This design comes from an exercise in tuning for small area, a short achievable clock period and few clock cycles per item on the open sky130 flow, not from production work.
At most, simulation tests tie the RTL to the original design; equivalence was not proved.

==> job 2216 <==
==> flow/design.v (excerpt) <==
module pixel_arithmetic_gain_offset
(
    input  logic        clk,
    input  logic        rst_n,
    input  logic        psel,
    input  logic        penable,
    input  logic        pwrite,
    input  logic [3:0]  paddr,
    input  logic [31:0] pwdata,
    output logic [31:0] prdata,
    output logic        pready,
    input  logic        s_axis_tvalid,
    output logic        s_axis_tready,
    input  logic [15:0] s_axis_tdata,    
    output logic        m_axis_tvalid,
    input  logic        m_axis_tready,
    output logic [7:0]  m_axis_tdata     
);
export LEC_CHECK = 0
export ABC_AREA = 1
export CAP_MARGIN = 20
export CORE_MARGIN = 2
export CORE_UTILIZATION = 50
export PLACE_DENSITY = 0.68
export SLEW_MARGIN = 20
create_clock -name core_clock -period 20.0 [get_ports {clk}]
standard.sh (not shown) runs the stock make flow with config.mk's settings and CLKGATE_MAP_FILE= SYNTH_SCRIPT=/design/flow/synth_recipe.tcl, a recipe that flattens the netlist after the stock synthesis.
==> flow/flow/run.sh <==
#!/bin/bash
set -o pipefail
export BUFFER_PORTS_ARGS="-buffer_cell sky130_fd_sc_hd__buf_4"
export SETUP_SLACK_MARGIN=14.7
export CTS_ARGS="-sink_clustering_enable -repair_clock_nets -dont_use_dummy_load"
bash standard.sh > standard.log 2>&1
==> inputs of job 7967, as changes to job 2216 <==
==> flow/flow/run.sh (replaced) <==
#!/bin/bash
set -o pipefail
export BUFFER_PORTS_ARGS="-buffer_cell sky130_fd_sc_hd__buf_4"
export SETUP_SLACK_MARGIN=15.2
bash standard.sh > standard.log 2>&1
Settings changed: CORE_UTILIZATION 50 to 40, PLACE_DENSITY 0.68 to 0.6, SLEW_MARGIN 20 to 65.
==> results.txt <==
status complete, no violations; Largest stage delay, worst path 0.42 ns; # fillers 11724; Worst Path Required 16.00 ns; critical path's top delay family flip-flops; clock buf count 67
[end of results for job 7967]
==> results.txt <==
Area growth syn-to-layout 6.74%; Main synth FF type edfxtp_1; FF-to-FF Start a1_one[0]; Top cell by count, worst path buf_4; post-route antenna net violation count 0; critical path's top delay family buffers and inverters; Worst Path Required 20.49 ns; # fillers 8686; status complete, no violations
[end of results for job 2216]
Testbench counts of job 2216, summed over its fixed seeds: cycles 25,056, items 24,576.
Testbench counts of job 7967, summed over its fixed seeds: cycles 25,056, items 24,576.

========
==> inputs of v14 <==
pixel_arithmetic_gain_offset, a different RTL version from the one above (not shown whole).
Settings: LEC_CHECK=0, ABC_AREA=1, CAP_MARGIN=20, CORE_MARGIN=2, CORE_UTILIZATION=40, PLACE_DENSITY=0.6, SLEW_MARGIN=65; clock period 20.0 ns.
run.sh (not shown) runs the stock make flow with config.mk's settings and CLKGATE_MAP_FILE= SYNTH_SCRIPT=/design/flow/synth_recipe.tcl, a recipe that flattens the netlist after the stock synthesis.
Stock flow here: none of the scripts above is used.
==> v4: changes against v14 <==
--- a/flow/design.v
+++ b/flow/design.v
@@ -2904,13 +2904,14 @@
     logic adv;           
     logic v0, v1, v2, v3;
     logic out_v, skid_v;
     logic [7:0] out_d, skid_d;
     logic [7:0] pix;
-    logic rdy_q;         
-    assign adv           = !skid_v;
-    assign s_axis_tready = rdy_q;
+    logic adv_q, busy_q;
+    assign adv           = adv_q;
+    assign skid_v        = !adv_q;
+    assign s_axis_tready = !busy_q;
     always_ff @(posedge clk or negedge rst_n)
     begin
         if (!rst_n)
         begin
             v0 <= 1'b0;
@@ -2929,29 +2930,29 @@
     always_ff @(posedge clk or negedge rst_n)
     begin
         if (!rst_n)
         begin
             out_v  <= 1'b0;
-            skid_v <= 1'b0;
-            rdy_q  <= 1'b1;
+            adv_q  <= 1'b1;
+            busy_q <= 1'b0;
         end
         else if (skid_v)
         begin
             if (m_axis_tready)
             begin
-                skid_v <= 1'b0;
-                rdy_q  <= 1'b1;
+                adv_q  <= 1'b1;
+                busy_q <= 1'b0;
             end
         end
         else if (!out_v || m_axis_tready)
         begin
             out_v <= v3;
         end
         else if (v3)
         begin
-            skid_v <= 1'b1;
-            rdy_q  <= 1'b0;
+            adv_q  <= 1'b0;
+            busy_q <= 1'b1;
         end
     end
     always_ff @(posedge clk)
     begin
         if (skid_v)
==> flow/flow/run.sh (new file) <==
#!/bin/bash
set -o pipefail
export BUFFER_PORTS_ARGS="-buffer_cell sky130_fd_sc_hd__buf_4"
export SETUP_SLACK_MARGIN=15.2
bash standard.sh > standard.log 2>&1
==> flow/standard.sh (new file) <==
#!/bin/bash
# synth_recipe.tcl (not shown) runs the flow's synth.tcl, then flattens the netlist and writes it again
# the make line also repeats each setting of config.mk as NAME=value (left out here)
make -C /OpenROAD-flow-scripts/flow DESIGN_CONFIG=/design/flow/config.mk WORK_HOME=/design/flow/orfs CLKGATE_MAP_FILE= SYNTH_SCRIPT=/design/flow/synth_recipe.tcl "${@:-finish}"
removed: flow/run.sh
==> qor summary <==
Outcome: v14 finished clean; v4 finished clean
Area taken by flip-flops and latches: v14 0.01052 mm2; v4 0.01057 mm2
Number of gates resized after cts: v14 0; v4 166
Via-per-instance ratio: v14 6.015; v4 6.001
WP buf/inv: v14 1; v4 2
Final setup skew: v14 42.02 ps; v4 52.41 ps
Diodes inserted: v14 7; v4 3
Fraction of area in registers: v14 20.09%; v4 19.64%
Number of instances in the placed design: v14 7216; v4 7266
Unrepaired setup endpoints after global routing: v14 no; v4 yes
Number of distinct standard cells referenced by the synthesized netlist: v14 68; v4 61
Sum of net half-perimeters after detailed placement: v14 154.5 mm; v4 151.3 mm
Effective utilization at floorplan: v14 40.42%; v4 40.46%
Count of routing violations after the opening detailed-route iteration: v14 5264; v4 5993
DP Worst Slack: v14 14140 ps; v4 14400 ps
GR Util All Layers: v14 34.20%; v4 33.95%
Wire per inst: v14 28.54 um; v4 28.22 um
Maximum fanout encountered on the critical timing path: v14 1; v4 2
Via Count: v14 43980; v4 44460
Area of the die: v14 0.1223 mm2; v4 0.1226 mm2
Length of routed wiring on met1: v14 85.01 mm; v4 83.99 mm
Synthesized-area fraction occupied by xor and xnor cells: v14 10.85%; v4 10.75%
CP startpoint: v14 prdata[1]; v4 busy_q
Testbench counts of v14, summed over its fixed seeds: cycles 25,056, items 24,576.
The RTL of v4 was laid out without a check of its function.

========
==> inputs of garnet <==
pixel_arithmetic_gain_offset, a different RTL version from the one above (not shown whole).
export LEC_CHECK = 0
export ABC_AREA = 1
export CAP_MARGIN = 20
export CORE_MARGIN = 2
export CORE_UTILIZATION = 55
export PLACE_DENSITY = 0.7
export SLEW_MARGIN = 65
create_clock -name core_clock -period 20.0 [get_ports {clk}]
standard.sh (not shown) runs the stock make flow with config.mk's settings and CLKGATE_MAP_FILE= SYNTH_SCRIPT=/design/flow/synth_recipe.tcl, a recipe that flattens the netlist after the stock synthesis.
==> flow/flow/run.sh <==
#!/bin/bash
set -o pipefail
export BUFFER_PORTS_ARGS="-buffer_cell sky130_fd_sc_hd__buf_4"
export SETUP_SLACK_MARGIN=15.2
bash standard.sh > standard.log 2>&1
==> yarrow (differences from garnet) <==
--- a/flow/design.v
+++ b/flow/design.v
@@ -2743,64 +2743,58 @@
     input  logic        m_axis_tready,
     output logic [7:0]  m_axis_tdata     
 );
     logic [31:0] gain_reg;
     logic [31:0] offset_reg;
     logic [2:0]  operation_reg;
-    logic [2:0]  wr_sel;        
+    logic        wr_en;
     logic [31:0] rd_data;
     assign pready = 1'b1;
-    always_ff @(posedge clk or negedge rst_n)
-    begin
-        if (!rst_n)
-        begin
-            wr_sel <= '0;
-        end
-        else
-        begin
-            wr_sel[0] <= psel && !penable && pwrite && (paddr[3:2] == 2'd0);
-            wr_sel[1] <= psel && !penable && pwrite && (paddr[3:2] == 2'd1);
-            wr_sel[2] <= psel && !penable && pwrite && (paddr[3:2] == 2'd2);
-        end
-    end
+    assign wr_en = psel && penable && pwrite;
     always_ff @(posedge clk or negedge rst_n)
     begin
         if (!rst_n)
         begin
             gain_reg      <= pag_pkg::GAIN_RESET;
             offset_reg    <= pag_pkg::OFFSET_RESET;
             operation_reg <= pag_pkg::OP_RESET;
         end
         else
         begin
-            if (wr_sel[0])
+            if (wr_en && (paddr[3:2] == 2'd0))
             begin
                 gain_reg <= pwdata;
             end
-            if (wr_sel[1])
+            if (wr_en && (paddr[3:2] == 2'd1))
             begin
                 offset_reg <= pwdata;
             end
-            if (wr_sel[2])
+            if (wr_en && (paddr[3:2] == 2'd2))
             begin
                 operation_reg <= pwdata[2:0];
             end
         end
     end
     logic [15:0] g_one, g_two, g_neg;
+    always_comb
+    begin
+        for (int j = 0; j < 16; j++)
+        begin
+            g_neg[j] = gain_reg[2*j+1];
+        end
+    end
     always_ff @(posedge clk)
     begin
         for (int j = 0; j < 16; j++)
         begin
             logic b2, b1, b0;
             b2 = gain_reg[2*j+1];
             b1 = gain_reg[2*j];
             b0 = (j > 0) ? gain_reg[2*j-1] : 1'b0;
             g_one[j] <= b1 ^ b0;
             g_two[j] <= (b2 & !b1 & !b0) | (!b2 & b1 & b0);
-            g_neg[j] <= b2;
         end
     end
     always_comb
     begin
         case (paddr[3:2])
             2'd0:    rd_data = gain_reg;
@@ -2815,13 +2809,13 @@
     end
     logic adv;           
     logic v0, v1, v2, v3;
     logic out_v, skid_v;
     logic [7:0] out_d, skid_d;
     logic [7:0] pix;
-    logic adv_q, busy_q;
+    logic adv_q, busy_q, out_e;
     assign adv           = adv_q;
     assign skid_v        = !adv_q;
     assign s_axis_tready = !busy_q;
     always_ff @(posedge clk or negedge rst_n)
     begin
         if (!rst_n)
@@ -2841,47 +2835,56 @@
     end
     always_ff @(posedge clk or negedge rst_n)
     begin
         if (!rst_n)
         begin
             out_v  <= 1'b0;
+            out_e  <= 1'b1;
             adv_q  <= 1'b1;
             busy_q <= 1'b0;
         end
         else if (skid_v)
         begin
             if (m_axis_tready)
             begin
                 adv_q  <= 1'b1;
                 busy_q <= 1'b0;
             end
         end
-        else if (!out_v || m_axis_tready)
+        else if (out_e || m_axis_tready)
         begin
             out_v <= v3;
+            out_e <= !v3;
         end
         else if (v3)
         begin
             adv_q  <= 1'b0;
             busy_q <= 1'b1;
         end
     end
-    always_ff @(posedge clk)
+    always_ff @(posedge clk or negedge rst_n)
     begin
-        if (skid_v)
+        if (!rst_n)
+        begin
+            out_d <= '0;
+        end
+        else if (skid_v)
         begin
             if (m_axis_tready)
             begin
                 out_d <= skid_d;
             end
         end
-        else if (!out_v || m_axis_tready)
+        else if (out_e || m_axis_tready)
         begin
             out_d <= pix;
         end
-        else
+    end
+    always_ff @(posedge clk)
+    begin
+        if (!skid_v && !out_e && !m_axis_tready)
         begin
             skid_d <= pix;
         end
     end
     assign m_axis_tvalid = out_v;
     assign m_axis_tdata  = out_d;
==> flow/flow/run.sh (replaced) <==
#!/bin/bash
set -o pipefail
export BUFFER_PORTS_ARGS="-buffer_cell sky130_fd_sc_hd__buf_4"
export SETUP_SLACK_MARGIN=15.2
export CTS_ARGS="-sink_clustering_enable -repair_clock_nets -dont_use_dummy_load"
bash standard.sh > standard.log 2>&1
CORE_UTILIZATION = 50   (was 55)
PLACE_DENSITY = 0.68   (was 0.7)
SLEW_MARGIN = 20   (was 65)
==> zinc (differences from garnet) <==
--- a/flow/design.v
+++ b/flow/design.v
@@ -2743,64 +2743,58 @@
     input  logic        m_axis_tready,
     output logic [7:0]  m_axis_tdata     
 );
     logic [31:0] gain_reg;
     logic [31:0] offset_reg;
     logic [2:0]  operation_reg;
-    logic [2:0]  wr_sel;        
+    logic        wr_en;
     logic [31:0] rd_data;
     assign pready = 1'b1;
-    always_ff @(posedge clk or negedge rst_n)
-    begin
-        if (!rst_n)
-        begin
-            wr_sel <= '0;
-        end
-        else
-        begin
-            wr_sel[0] <= psel && !penable && pwrite && (paddr[3:2] == 2'd0);
-            wr_sel[1] <= psel && !penable && pwrite && (paddr[3:2] == 2'd1);
-            wr_sel[2] <= psel && !penable && pwrite && (paddr[3:2] == 2'd2);
-        end
-    end
+    assign wr_en = psel && penable && pwrite;
     always_ff @(posedge clk or negedge rst_n)
     begin
         if (!rst_n)
         begin
             gain_reg      <= pag_pkg::GAIN_RESET;
             offset_reg    <= pag_pkg::OFFSET_RESET;
             operation_reg <= pag_pkg::OP_RESET;
         end
         else
         begin
-            if (wr_sel[0])
+            if (wr_en && (paddr[3:2] == 2'd0))
             begin
                 gain_reg <= pwdata;
             end
-            if (wr_sel[1])
+            if (wr_en && (paddr[3:2] == 2'd1))
             begin
                 offset_reg <= pwdata;
             end
-            if (wr_sel[2])
+            if (wr_en && (paddr[3:2] == 2'd2))
             begin
                 operation_reg <= pwdata[2:0];
             end
         end
     end
     logic [15:0] g_one, g_two, g_neg;
+    always_comb
+    begin
+        for (int j = 0; j < 16; j++)
+        begin
+            g_neg[j] = gain_reg[2*j+1];
+        end
+    end
     always_ff @(posedge clk)
     begin
         for (int j = 0; j < 16; j++)
         begin
             logic b2, b1, b0;
             b2 = gain_reg[2*j+1];
             b1 = gain_reg[2*j];
             b0 = (j > 0) ? gain_reg[2*j-1] : 1'b0;
             g_one[j] <= b1 ^ b0;
             g_two[j] <= (b2 & !b1 & !b0) | (!b2 & b1 & b0);
-            g_neg[j] <= b2;
         end
     end
     always_comb
     begin
         case (paddr[3:2])
             2'd0:    rd_data = gain_reg;
@@ -2815,13 +2809,13 @@
     end
     logic adv;           
     logic v0, v1, v2, v3;
     logic out_v, skid_v;
     logic [7:0] out_d, skid_d;
     logic [7:0] pix;
-    logic adv_q, busy_q;
+    logic adv_q, busy_q, out_e;
     assign adv           = adv_q;
     assign skid_v        = !adv_q;
     assign s_axis_tready = !busy_q;
     always_ff @(posedge clk or negedge rst_n)
     begin
         if (!rst_n)
@@ -2841,47 +2835,56 @@
     end
     always_ff @(posedge clk or negedge rst_n)
     begin
         if (!rst_n)
         begin
             out_v  <= 1'b0;
+            out_e  <= 1'b1;
             adv_q  <= 1'b1;
             busy_q <= 1'b0;
         end
         else if (skid_v)
         begin
             if (m_axis_tready)
             begin
                 adv_q  <= 1'b1;
                 busy_q <= 1'b0;
             end
         end
-        else if (!out_v || m_axis_tready)
+        else if (out_e || m_axis_tready)
         begin
             out_v <= v3;
+            out_e <= !v3;
         end
         else if (v3)
         begin
             adv_q  <= 1'b0;
             busy_q <= 1'b1;
         end
     end
-    always_ff @(posedge clk)
+    always_ff @(posedge clk or negedge rst_n)
     begin
-        if (skid_v)
+        if (!rst_n)
+        begin
+            out_d <= '0;
+        end
+        else if (skid_v)
         begin
             if (m_axis_tready)
             begin
                 out_d <= skid_d;
             end
         end
-        else if (!out_v || m_axis_tready)
+        else if (out_e || m_axis_tready)
         begin
             out_d <= pix;
         end
-        else
+    end
+    always_ff @(posedge clk)
+    begin
+        if (!skid_v && !out_e && !m_axis_tready)
         begin
             skid_d <= pix;
         end
     end
     assign m_axis_tvalid = out_v;
     assign m_axis_tdata  = out_d;
==> flow/flow/run.sh (replaced) <==
#!/bin/bash
set -o pipefail
export BUFFER_PORTS_ARGS="-buffer_cell sky130_fd_sc_hd__buf_4"
export SETUP_SLACK_MARGIN=15.2
export CTS_ARGS="-sink_clustering_enable -repair_clock_nets -dont_use_dummy_load"
bash standard.sh > standard.log 2>&1
CAP_MARGIN = 10   (was 20)
CORE_UTILIZATION = 45   (was 55)
PLACE_DENSITY = 0.65   (was 0.7)
SLEW_MARGIN = 10   (was 65)
==> notes <==
Between garnet and yarrow, the lower flip-flop and latch count is in yarrow (gap 18).
Sequential share of layout area, highest first: garnet, yarrow, zinc.
Of zinc and garnet, zinc has the higher clock skew (gap 0.049 ns).
Routed wire length, highest first: zinc, yarrow, garnet.
Against garnet, the clock-buffer cell count of yarrow is lower by 16.
Against garnet, the synthesized cell count of zinc is higher by 0.37%.
Against garnet, the critical path depth of yarrow is higher by 1.
==> figures <==
	yarrow	garnet	zinc
Layout Cell Area excl Fill	51,500 µm²	52,300 µm²	52,500 µm²
Area used by multi-input combinational logic	32,700 µm²	32,700 µm²	33,200 µm²
Routed length on met1	78,300 µm	78,800 µm	84,200 µm
Clock network share of area	2.04%	2.90%	2.05%
Number of buffer and inverter stages on the critical path	2	1	1
Result of the run	no timing/DRC/antenna violations	no timing/DRC/antenna violations	no timing/DRC/antenna violations
Drt first-iter violations	6,082	7,244	5,591
Met1 routing resource usage after global routing	54.8%	62.1%	51.8%
Area used by sequential logic in the layout	9300 µm²	9700 µm²	9300 µm²
Worst hold slack across all endpoints	0.426 ns	0.370 ns	0.398 ns
Non-clock buffering overhead	4.85%	4.78%	5.35%
Buffers outside the clock class	273	252	301
Actual slew at the worst max-slew pin	1.19 ns	0.619 ns	1.18 ns
Reg2reg start	k1[11]	g_neg[5]	b0[0]
Xor and xnor fraction of the mapped netlist area	11.0%	10.9%	11.0%
Count of flip-flops with a built-in enable after synthesis	195	203	195
Adder and majority cell fraction of the synthesized area	27.3%	27.1%	27.3%
Wire length on met2	93,100 µm	86,700 µm	98,900 µm
Testbench counts of garnet, summed over its fixed seeds: cycles 25,056, items 24,576.
Testbench counts of yarrow, summed over its fixed seeds: cycles 25,056, items 24,576.
Testbench counts of zinc, summed over its fixed seeds: cycles 25,056, items 24,576.

## afterwards: timing with drivers on the ports
The results above use ideal ports. As a check the final layouts listed here were re-extracted and re-timed, cells and wires unchanged. Step 1: set_driving_cell puts a clkbuf_16 on clk and a buf_2 on each other input, an assumption about the parent block. Step 2 also shifts input and output timing later by t, the mid clock arrival at the registers, as if the neighbouring blocks saw the same clock. Slacks: ideal ports / drivers / drivers and shift; pairs: ideal ports / drivers.
run | t, ns | slack for setup (ns) | hold WS [ns] | slew at the worst register clock pin (ns) | pins driven straight from the clock port
job 2216 | 0.698 | 14.696 / 14.643 / 14.045 | 0.432 / 0.432 / 0.432 | 0.06 / 0.06 | 1
job 7967 | 0.691 | 14.827 / 14.747 / 14.471 | 0.419 / 0.419 / 0.419 | 0.06 / 0.06 | 1
v14 | 0.692 | 14.279 / 14.204 / 14.197 | 0.372 / 0.372 / 0.372 | 0.07 / 0.07 | 1
v4 | 0.718 | 14.806 / 14.728 / 14.602 | 0.377 / 0.377 / 0.377 | 0.07 / 0.07 | 1
garnet | 0.688 | 14.840 / 14.771 / 14.712 | 0.370 / 0.370 / 0.370 | 0.07 / 0.07 | 1
yarrow | 0.656 | 14.826 / 14.755 / 14.571 | 0.426 / 0.426 / 0.426 | 0.06 / 0.06 | 1
zinc | 0.678 | 14.825 / 14.750 / 14.583 | 0.398 / 0.398 / 0.398 | 0.07 / 0.07 | 1
After both steps every run listed still meets setup and hold. For job 2216, which loses most, drivers alone change the setup slack by -0.053 ns; drivers and shift together by -0.651 ns.
